From an optimization exercise on the open Yosys and OpenROAD flow, aimed at small area, a short achievable clock period and few clock cycles per item; shortcuts taken in it are not production practice.
In this exercise RTL edits were held to simulation tests only and were not proved equivalent to the original.

==> 08-11: inputs <==
==> flow/design.v (excerpt) <==
module point_set_zscore_normalizer_core
(
    input  logic                      clk,
    input  logic                      rst_n,
    input  logic                      in_valid,
    output logic                      in_stall,
    input  logic signed [COORD_W-1:0] point_x,
    input  logic signed [COORD_W-1:0] point_y,
    input  logic                      end_of_set,
    output logic                      out_valid,
    input  logic                      out_stall,
    output logic signed [OUT_W-1:0]   norm_x,
    output logic signed [OUT_W-1:0]   norm_y,
    output logic [1:0]                status,
    output logic                      last
);
    logic [1:0]  iq_cnt;
    logic [20:0] iq0, iq1;        
    logic        in_stall_r;
    logic        push, pop;
    logic [1:0]  iq_cnt_nxt;
    assign in_stall   = in_stall_r;
    assign push       = in_valid && !in_stall_r;
    assign iq_cnt_nxt = iq_cnt + {1'b0, push} - {1'b0, pop};
    always_ff @(posedge clk or negedge rst_n)
    begin
        if (!rst_n)
        begin
            iq_cnt     <= '0;
            in_stall_r <= 1'b0;
        end
        else
        begin
            iq_cnt     <= iq_cnt_nxt;
            in_stall_r <= iq_cnt_nxt == 2'd2;
        end
    end
    always_ff @(posedge clk)
    begin
        if (pop)
        begin
            if (iq_cnt == 2'd2)
                iq0 <= iq1;
            else
                iq0 <= {end_of_set, point_y, point_x};
            iq1 <= {end_of_set, point_y, point_x};
        end
        else if (push)
        begin
            if (iq_cnt == 2'd0)
                iq0 <= {end_of_set, point_y, point_x};
            iq1 <= {end_of_set, point_y, point_x};
        end
    end
    logic                      h_eos;
    logic signed [COORD_W-1:0] h_x, h_y;
    assign h_eos = iq0[20];
    assign h_y   = iq0[19:10];
    assign h_x   = iq0[9:0];
    localparam int SW = $clog2(RING_D);
    logic [SW-1:0] occ;           
  ...
==> flow/config.mk <==
export PLATFORM = sky130hd
export DESIGN_NAME = point_set_zscore_normalizer_core
export DESIGN_NICKNAME = point_set_zscore_normalizer_core
export VERILOG_FILES = /design/flow/design.v
export SDC_FILE = /design/flow/constraint.sdc
export NUM_CORES = 4
export LEC_CHECK = 0
export ABC_CLOCK_PERIOD_IN_PS = 5000
export CAP_MARGIN = 20
export CORE_MARGIN = 2
export CORE_UTILIZATION = 40
export CTS_BUF_LIST = sky130_fd_sc_hd__clkbuf_4 sky130_fd_sc_hd__clkbuf_8
export CTS_CLUSTER_SIZE = 30
export SETUP_SLACK_MARGIN = 4.5
export SLEW_MARGIN = 20
==> flow/constraint.sdc <==
create_clock -name core_clock -period 10.0 [get_ports {clk}]
set_input_delay 2.0000 -clock core_clock [delete_from_list [all_inputs] [get_ports {clk}]]
set_output_delay 2.0000 -clock core_clock [all_outputs]
set_load 0.01 [all_outputs]
run.sh (not shown) runs the stock make flow with config.mk's settings and CLKGATE_MAP_FILE= SYNTH_SCRIPT=/design/flow/synth_recipe.tcl, a recipe that flattens the netlist after the stock synthesis.
==> 11-25 (differences from 08-11) <==
Settings changed: CTS_BUF_LIST sky130_fd_sc_hd__clkbuf_4 sky130_fd_sc_hd__clkbuf_8 to unset, CTS_CLUSTER_SIZE 30 to unset.
==> 08-18 (differences from 08-11) <==
--- a/flow/design.v
+++ b/flow/design.v
@@ -59,67 +59,10 @@
     assign b4      = RW'({b, 2'b00});
     assign vop     = bit_now ? ~v : v;
     assign z_nxt   = {z[RW-3:0], 2'b00} + ~bx + vop + (bit_now ? RW'(2) : RW'(1));
     assign v_nxt   = bit_now ? ({v[RW-2:0], 1'b0} + b4) : ({v[RW-2:0], 1'b0} - b4);
 endmodule
-module pszn_mul_cs #(
-    parameter int AW   = 16,
-    parameter int BW   = 16,
-    parameter int PWID = 32
-) (
-    input  logic [AW-1:0]   a,
-    input  logic [BW-1:0]   b,
-    output logic [PWID-1:0] s,
-    output logic [PWID-1:0] c
-);
-    logic [15:0][PWID-1:0] r;
-    logic [10:0][PWID-1:0] l1;
-    logic [7:0][PWID-1:0]  l2;
-    logic [5:0][PWID-1:0]  l3;
-    logic [3:0][PWID-1:0]  l4;
-    logic [2:0][PWID-1:0]  l5;
-    always_comb
-    begin
-        for (int i = 0; i < 16; i++)
-        begin
-            if (i < AW)
-                r[i] = a[i] ? (PWID'(b) << i) : '0;
-            else
-                r[i] = '0;
-        end
-    end
-    function automatic logic [2*PWID-1:0] csa(input logic [PWID-1:0] x, input logic [PWID-1:0] y,
-                                              input logic [PWID-1:0] z);
-        logic [PWID-1:0] sm, cy;
-        sm  = x ^ y ^ z;
-        cy  = (x & y) | (x & z) | (y & z);
-        csa = {sm, cy[PWID-2:0], 1'b0};
-    endfunction
-    always_comb
-    begin
-        {l1[0], l1[1]}  = csa(r[0], r[1], r[2]);
-        {l1[2], l1[3]}  = csa(r[3], r[4], r[5]);
-        {l1[4], l1[5]}  = csa(r[6], r[7], r[8]);
-        {l1[6], l1[7]}  = csa(r[9], r[10], r[11]);
-        {l1[8], l1[9]}  = csa(r[12], r[13], r[14]);
-        l1[10]          = r[15];
-        {l2[0], l2[1]}  = csa(l1[0], l1[1], l1[2]);
-        {l2[2], l2[3]}  = csa(l1[3], l1[4], l1[5]);
-        {l2[4], l2[5]}  = csa(l1[6], l1[7], l1[8]);
-        l2[6]           = l1[9];
-        l2[7]           = l1[10];
-        {l3[0], l3[1]}  = csa(l2[0], l2[1], l2[2]);
-        {l3[2], l3[3]}  = csa(l2[3], l2[4], l2[5]);
-        l3[4]           = l2[6];
-        l3[5]           = l2[7];
-        {l4[0], l4[1]}  = csa(l3[0], l3[1], l3[2]);
-        {l4[2], l4[3]}  = csa(l3[3], l3[4], l3[5]);
-        {l5[0], l5[1]}  = csa(l4[0], l4[1], l4[2]);
-        l5[2]           = l4[3];
-        {s, c}          = csa(l5[0], l5[1], l5[2]);
-    end
-endmodule
 `timescale 1ns / 1ps
 module pszn_check
 (
     input  logic        clk,
     input  logic        rst_n,
@@ -515,22 +458,18 @@
     logic [RW-1:0]      u_zx, u_vx, u_zy, u_vy;
     logic [TW-1:0]      u_xx, u_xy;
     logic [6:0]   mul_n;
     logic [24:0]  mul_q;
     logic [15:0]  mul_a;
-    logic [15:0]  mul_hh, mul_hl, mul_ll;
+    logic [19:0]  mul_pql;
+    logic [18:0]  mul_pqh;
     logic [31:0]  d_diff;
     assign mul_n   = cs_n;
     assign mul_q   = cs_qx;
     assign mul_a   = cs_ax;
-    logic [19:0]  mul_pql;
-    logic [18:0]  mul_pqh;
     assign mul_pql = mul_n * mul_q[12:0];
     assign mul_pqh = mul_n * mul_q[24:13];
-    assign mul_hh  = mul_a[15:8] * mul_a[15:8];
-    assign mul_hl  = mul_a[15:8] * mul_a[7:0];
-    assign mul_ll  = mul_a[7:0] * mul_a[7:0];
     assign d_diff  = {12'd0, u_pql} + {u_pqh, 13'd0}
                    - {u_shh, 16'd0} - {7'd0, u_shl, 9'd0} - {16'd0, u_sll};
     assign cs_take = (u_st == U_PY);
     logic [30:0] mb_d;
     logic [22:0] mb_l;
@@ -576,13 +515,11 @@
     assign z0     = RW'({u_ri, 2'b00}) - RW'(u_bl) - RW'({u_bh, 16'd0});
     logic u_few, u_zx0, u_zy0;
     assign u_few = u_n < 7'd2;
     assign u_zx0 = u_few || u_dzx;
     assign u_zy0 = u_few || u_dzy;
-    logic step_x, step_y, rec_last;
-    logic [TW-1:0] tx_fin, ty_fin;
-    assign rec_last = (u_st == U_REC) && (u_kx <= 6'd1) && (u_ky <= 6'd1);
+    logic step_x, step_y;
     assign step_x = (u_st == U_REC1 || u_st == U_REC) && (u_kx != '0);
     assign step_y = (u_st == U_REC) && (u_ky != '0);
     always_ff @(posedge clk or negedge rst_n)
     begin
         if (!rst_n)
@@ -603,20 +540,12 @@
                 U_BY:
                     u_st <= U_REC1;
                 U_REC1:
                     u_st <= U_REC;
                 U_REC:
-                    if (rec_last)
-                    begin
-                        if (!dv[u_ws])
-                        begin
-                            u_st <= U_IDLE;
-                            u_ws <= !u_ws;
-                        end
-                        else
-                            u_st <= U_DONE;
-                    end
+                    if ((u_kx <= 6'd1) && (u_ky <= 6'd1))
+                        u_st <= U_DONE;
                 U_DONE:
                     if (!dv[u_ws])
                     begin
                         u_st <= U_IDLE;
                         u_ws <= !u_ws;
@@ -635,82 +564,81 @@
                 u_drop <= cs_drop;
                 u_sx   <= cs_sx;
                 u_sy   <= cs_sy;
                 u_pql  <= mul_pql;
                 u_pqh  <= mul_pqh;
-                u_shh  <= mul_hh;
-                u_shl  <= mul_hl;
-                u_sll  <= mul_ll;
+                u_shh  <= mul_a[15:8] * mul_a[15:8];
+                u_shl  <= mul_a[15:8] * mul_a[7:0];
+                u_sll  <= mul_a[7:0] * mul_a[7:0];
             end
             U_PX:
             begin
                 u_dm  <= d_diff[30:0];
+                u_dzx <= d_diff[30:0] == '0;
                 u_pql <= mul_pql;
                 u_pqh <= mul_pqh;
-                u_shh <= mul_hh;
-                u_shl <= mul_hl;
-                u_sll <= mul_ll;
+                u_shh <= mul_a[15:8] * mul_a[15:8];
+                u_shl <= mul_a[15:8] * mul_a[7:0];
+                u_sll <= mul_a[7:0] * mul_a[7:0];
             end
             U_PY:
             begin
                 u_dm  <= d_diff[30:0];
-                u_dzx <= u_dm == '0;
+                u_dzy <= d_diff[30:0] == '0;
                 u_bl  <= mb_l;
                 u_bh  <= mb_h;
                 u_ri  <= mb_r;
                 u_kx  <= 6'(TW) - {2'd0, mb_k};
             end
             U_BY:
             begin
-                u_dzy <= u_dm == '0;
                 u_bl  <= mb_l;
                 u_bh  <= mb_h;
                 u_ri  <= mb_r;
                 u_ky  <= 6'(TW) - {2'd0, mb_k};
                 u_bx  <= b_sum;
+                u_zx  <= z0;
+                u_vx  <= RW'({b_sum, 2'b00});
                 u_xx  <= '0;
             end
             U_REC1:
             begin
                 u_by  <= b_sum;
+                u_zy  <= z0;
+                u_vy  <= RW'({b_sum, 2'b00});
                 u_xy  <= '0;
             end
             default:
             begin
             end
         endcase
         if (step_x)
         begin
+            u_zx <= zx_nxt;
+            u_vx <= vx_nxt;
             u_xx <= {u_xx[TW-2:0], bx_now};
             u_kx <= u_kx - 6'd1;
         end
         if (step_y)
         begin
+            u_zy <= zy_nxt;
+            u_vy <= vy_nxt;
             u_xy <= {u_xy[TW-2:0], by_now};
             u_ky <= u_ky - 6'd1;
         end
     end
-    always_ff @(posedge clk)
-    begin
-        u_zx <= (u_st == U_BY) ? z0 : zx_nxt;
-        u_vx <= (u_st == U_BY) ? RW'({b_sum, 2'b00}) : vx_nxt;
-        u_zy <= (u_st == U_REC1) ? z0 : zy_nxt;
-        u_vy <= (u_st == U_REC1) ? RW'({b_sum, 2'b00}) : vy_nxt;
-    end
     logic desc_we;
-    assign desc_we = (u_st == U_DONE || rec_last) && !dv[u_ws];
-    assign tx_fin  = step_x ? {u_xx[TW-2:0], bx_now} : u_xx;
-    assign ty_fin  = step_y ? {u_xy[TW-2:0], by_now} : u_xy;
+    assign desc_we = (u_st == U_DONE) && !dv[u_ws];
     always_ff @(posedge clk)
     begin
         if (desc_we)
         begin
             d_n[u_ws]  <= u_n;
             d_sx[u_ws] <= u_sx;
             d_sy[u_ws] <= u_sy;
-            d_tx[u_ws] <= tx_fin;
-            d_ty[u_ws] <= ty_fin;
+            d_tx[u_ws] <= u_xx;
+            d_ty[u_ws] <= u_xy;
             d_bx[u_ws] <= u_bx;
             d_by[u_ws] <= u_by;
             d_zx[u_ws] <= u_zx0;
             d_zy[u_ws] <= u_zy0;
             if (u_few)
@@ -730,19 +658,21 @@
     assign i_last = {1'b0, iidx} == (d_n[cur] - 7'd1);
     assign rd     = adv && (occ != '0) && ring_v && rv[cur];
     logic                      p0_v, p0_s, p0_l;
     logic signed [COORD_W-1:0] p0_x, p0_y;
     logic [6:0]                p0_n;
+    logic signed [16:0]        p0_sx, p0_sy;
     logic                      p1_v, p1_s, p1_l;
     logic signed [17:0]        p1_npx, p1_npy;
+    logic signed [16:0]        p1_sx, p1_sy;
     logic                      p2_v, p2_s, p2_l;
     logic [15:0]               p2_ex, p2_ey;
     logic                      p2_nx, p2_ny;
     logic                      p3_v, p3_s, p3_l;
     logic [15:0]               p3_ex, p3_ey;
     logic                      p3_nx, p3_ny;
-    logic [PW-1:0]             p3_sx, p3_cx, p3_sy, p3_cy;    
+    logic [3:0][TW+3:0]        p3_qx, p3_qy;    
     logic [16:0]               p3_thx, p3_thy;  
     logic                      p4_v, p4_s, p4_l;
     logic [15:0]               p4_ex, p4_ey;
     logic                      p4_nx, p4_ny;
     logic [14:0]               p4_mx, p4_my;
@@ -754,25 +684,36 @@
     logic signed [17:0] np_x, np_y;
     assign p0_ns = $signed({1'b0, p0_n});
     assign np_x  = p0_ns * p0_x;
     assign np_y  = p0_ns * p0_y;
     logic signed [17:0] epx, enx, epy, eny;
-    logic signed [16:0] p1_sx, p1_sy;
-    assign p1_sx = $signed(d_sx[p1_s]);
-    assign p1_sy = $signed(d_sy[p1_s]);
     assign epx = p1_npx - p1_sx;
     assign enx = p1_sx - p1_npx;
     assign epy = p1_npy - p1_sy;
     assign eny = p1_sy - p1_npy;
     logic [TW-1:0]        p2_tx, p2_ty;    
-    logic [PW-1:0]        mqx_s, mqx_c, mqy_s, mqy_c;
-    pszn_mul_cs #(.AW(16), .BW(TW), .PWID(PW)) u_mqx (.a(p2_ex), .b(p2_tx), .s(mqx_s), .c(mqx_c));
-    pszn_mul_cs #(.AW(16), .BW(TW), .PWID(PW)) u_mqy (.a(p2_ey), .b(p2_ty), .s(mqy_s), .c(mqy_c));
+    logic [3:0][TW+3:0]   mqx, mqy;
+    always_comb
+    begin
+        for (int i = 0; i < 4; i++)
+        begin
+            mqx[i] = p2_ex[4*i +: 4] * p2_tx;
+            mqy[i] = p2_ey[4*i +: 4] * p2_ty;
+        end
+    end
     logic [PW-1:0] px, py;
     logic          ax_w, ay_w;
-    assign px = p3_sx + p3_cx;
-    assign py = p3_sy + p3_cy;
+    always_comb
+    begin
+        px = '0;
+        py = '0;
+        for (int i = 0; i < 4; i++)
+        begin
+            px = px + (PW'(p3_qx[i]) << (4*i));
+            py = py + (PW'(p3_qy[i]) << (4*i));
+        end
+    end
     assign ax_w = (&px[TF-1:16]) && ({1'b0, px[15:0]} > p3_thx);
     assign ay_w = (&py[TF-1:16]) && ({1'b0, py[15:0]} > p3_thy);
     localparam logic [1:0] SL_IDLE = 2'd0, SL_GO = 2'd1, SL_RUN = 2'd2, SL_DONE = 2'd3;
     logic [1:0] sl_st;
     logic       sl_axis, sl_incx, sl_incy;
@@ -922,14 +863,18 @@
             p0_s  <= cur;
             p0_l  <= i_last;
             p0_x  <= $signed(ring_q[9:0]);
             p0_y  <= $signed(ring_q[19:10]);
             p0_n  <= d_n[cur];
+            p0_sx <= $signed(d_sx[cur]);
+            p0_sy <= $signed(d_sy[cur]);
             p1_s   <= p0_s;
             p1_l   <= p0_l;
             p1_npx <= np_x;
             p1_npy <= np_y;
+            p1_sx  <= p0_sx;
+            p1_sy  <= p0_sy;
             p2_s  <= p1_s;
             p2_l  <= p1_l;
             p2_nx <= epx[17];
             p2_ny <= epy[17];
             p2_ex <= epx[17] ? enx[15:0] : epx[15:0];
@@ -940,14 +885,12 @@
             p3_l  <= p2_l;
             p3_nx <= p2_nx;
             p3_ny <= p2_ny;
             p3_ex <= p2_ex;
             p3_ey <= p2_ey;
-            p3_sx <= mqx_s;
-            p3_cx <= mqx_c;
-            p3_sy <= mqy_s;
-            p3_cy <= mqy_c;
+            p3_qx <= mqx;
+            p3_qy <= mqy;
             p3_thx <= 17'h10000 - {1'b0, p2_ex};
             p3_thy <= 17'h10000 - {1'b0, p2_ey};
             p4_s  <= p3_s;
             p4_l  <= p3_l;
             p4_nx <= p3_nx;
Settings changed: CTS_BUF_LIST sky130_fd_sc_hd__clkbuf_4 sky130_fd_sc_hd__clkbuf_8 to unset, CTS_CLUSTER_SIZE 30 to unset.
==> run notes <==
Maximum frequency: 11-25 > 08-11 > 08-18. Against 08-11, the die area of 08-18 is larger by about 5%. Critical path depth, highest first: 08-11, 11-25, 08-18. The highest cell area belongs to 08-18, the lowest to 11-25. Synthesized area is the same in 08-11 and 11-25. Hold slack, highest first: 08-11, 08-18, 11-25. Cell count: 11-25 < 08-11 < 08-18. Against 11-25, the core utilization of 08-18 is higher by 0.11 points.
==> figures <==
metric                                                                             08-18                    11-25                    08-11
Worst skew pair latency                                                          1.06 ns                  1.08 ns                  1.29 ns
Clock buffer count from CTS                                                          469                      446                      710
Total setup buffers inserted after CTS                                                89                       77                       78
Core Region                                                                 607000 sq um             578000 sq um             578000 sq um
Length in cells of the worst reg-to-reg path                                          16                       27                       28
Worst path arrival time                                                          6.36 ns                  6.34 ns                  6.63 ns
Post-layout instance count excluding filler cells                                  29300                    27800                    28200
Count of synthesis-stage warnings from yosys                                           3                        4                        4
Maximum number of pins on one net before global-route repair                         149                      153                      153
Resize count post-CTS                                                                241                       79                       79
Number of enable-type register cells in the synthesized netlist                     1936                     1508                     1508
Outcome                                                          complete, no violations  complete, no violations  complete, no violations
Stages on worst setup path                                                            16                       27                       28
Via-to-Cell Ratio                                                                   5.19                     5.17                     5.15
Share of the synthesized area in the top cell type                                 23.9%                    24.1%                    24.1%
Number of vias in the routed layout                                               152000                   143000                   145000
Mean cell area of the mapped netlist                                          11.7 sq um               11.9 sq um               11.9 sq um
Achievable frequency                                                             183 MHz                  184 MHz                  183 MHz
Placed instance count                                                              28200                    26700                    26700
Testbench counts of 08-11, summed over its fixed seeds: cycles 3,094, items 2,044.
Testbench counts of 11-25, summed over its fixed seeds: cycles 3,094, items 2,044.
Testbench counts of 08-18, summed over its fixed seeds: cycles 3,121, items 2,044.

-- re-timing with driven ports --
No port has a modelled driver above. Below, the same layouts with a new extraction and two added sets of constraints.
Step 1 (the two cells are an assumption about what drives the block):
set clk [get_ports {clk}]
set_driving_cell -lib_cell sky130_fd_sc_hd__clkbuf_16 $clk
set_driving_cell -lib_cell sky130_fd_sc_hd__buf_2 [delete_from_list [all_inputs] $clk]
Step 2 moves the port delays by t, midway between the first and last clock arrival at a register: inputs arrive t later, outputs are due t later. That takes back most of the time a late clock gives input paths.
Slacks: ideal / step 1 / step 2; pairs: ideal / step 1.
run	t, ns	setup slack, ns	clock arrival spread, ns	worst slew at a driven data input, ns	cell pins on the clock port's net
08-11	1.363	4.523 / 4.523 / 4.509	0.105 / 0.105	0.09	1
11-25	1.143	4.555 / 4.555 / 4.555	0.125 / 0.125	0.10	1
08-18	1.137	4.523 / 4.523 / 3.672	0.107 / 0.106	0.23	1
After both steps every run listed still meets setup and hold. For 08-18, which loses most, drivers alone change the setup slack by 0.000 ns; drivers and shift together by -0.851 ns.
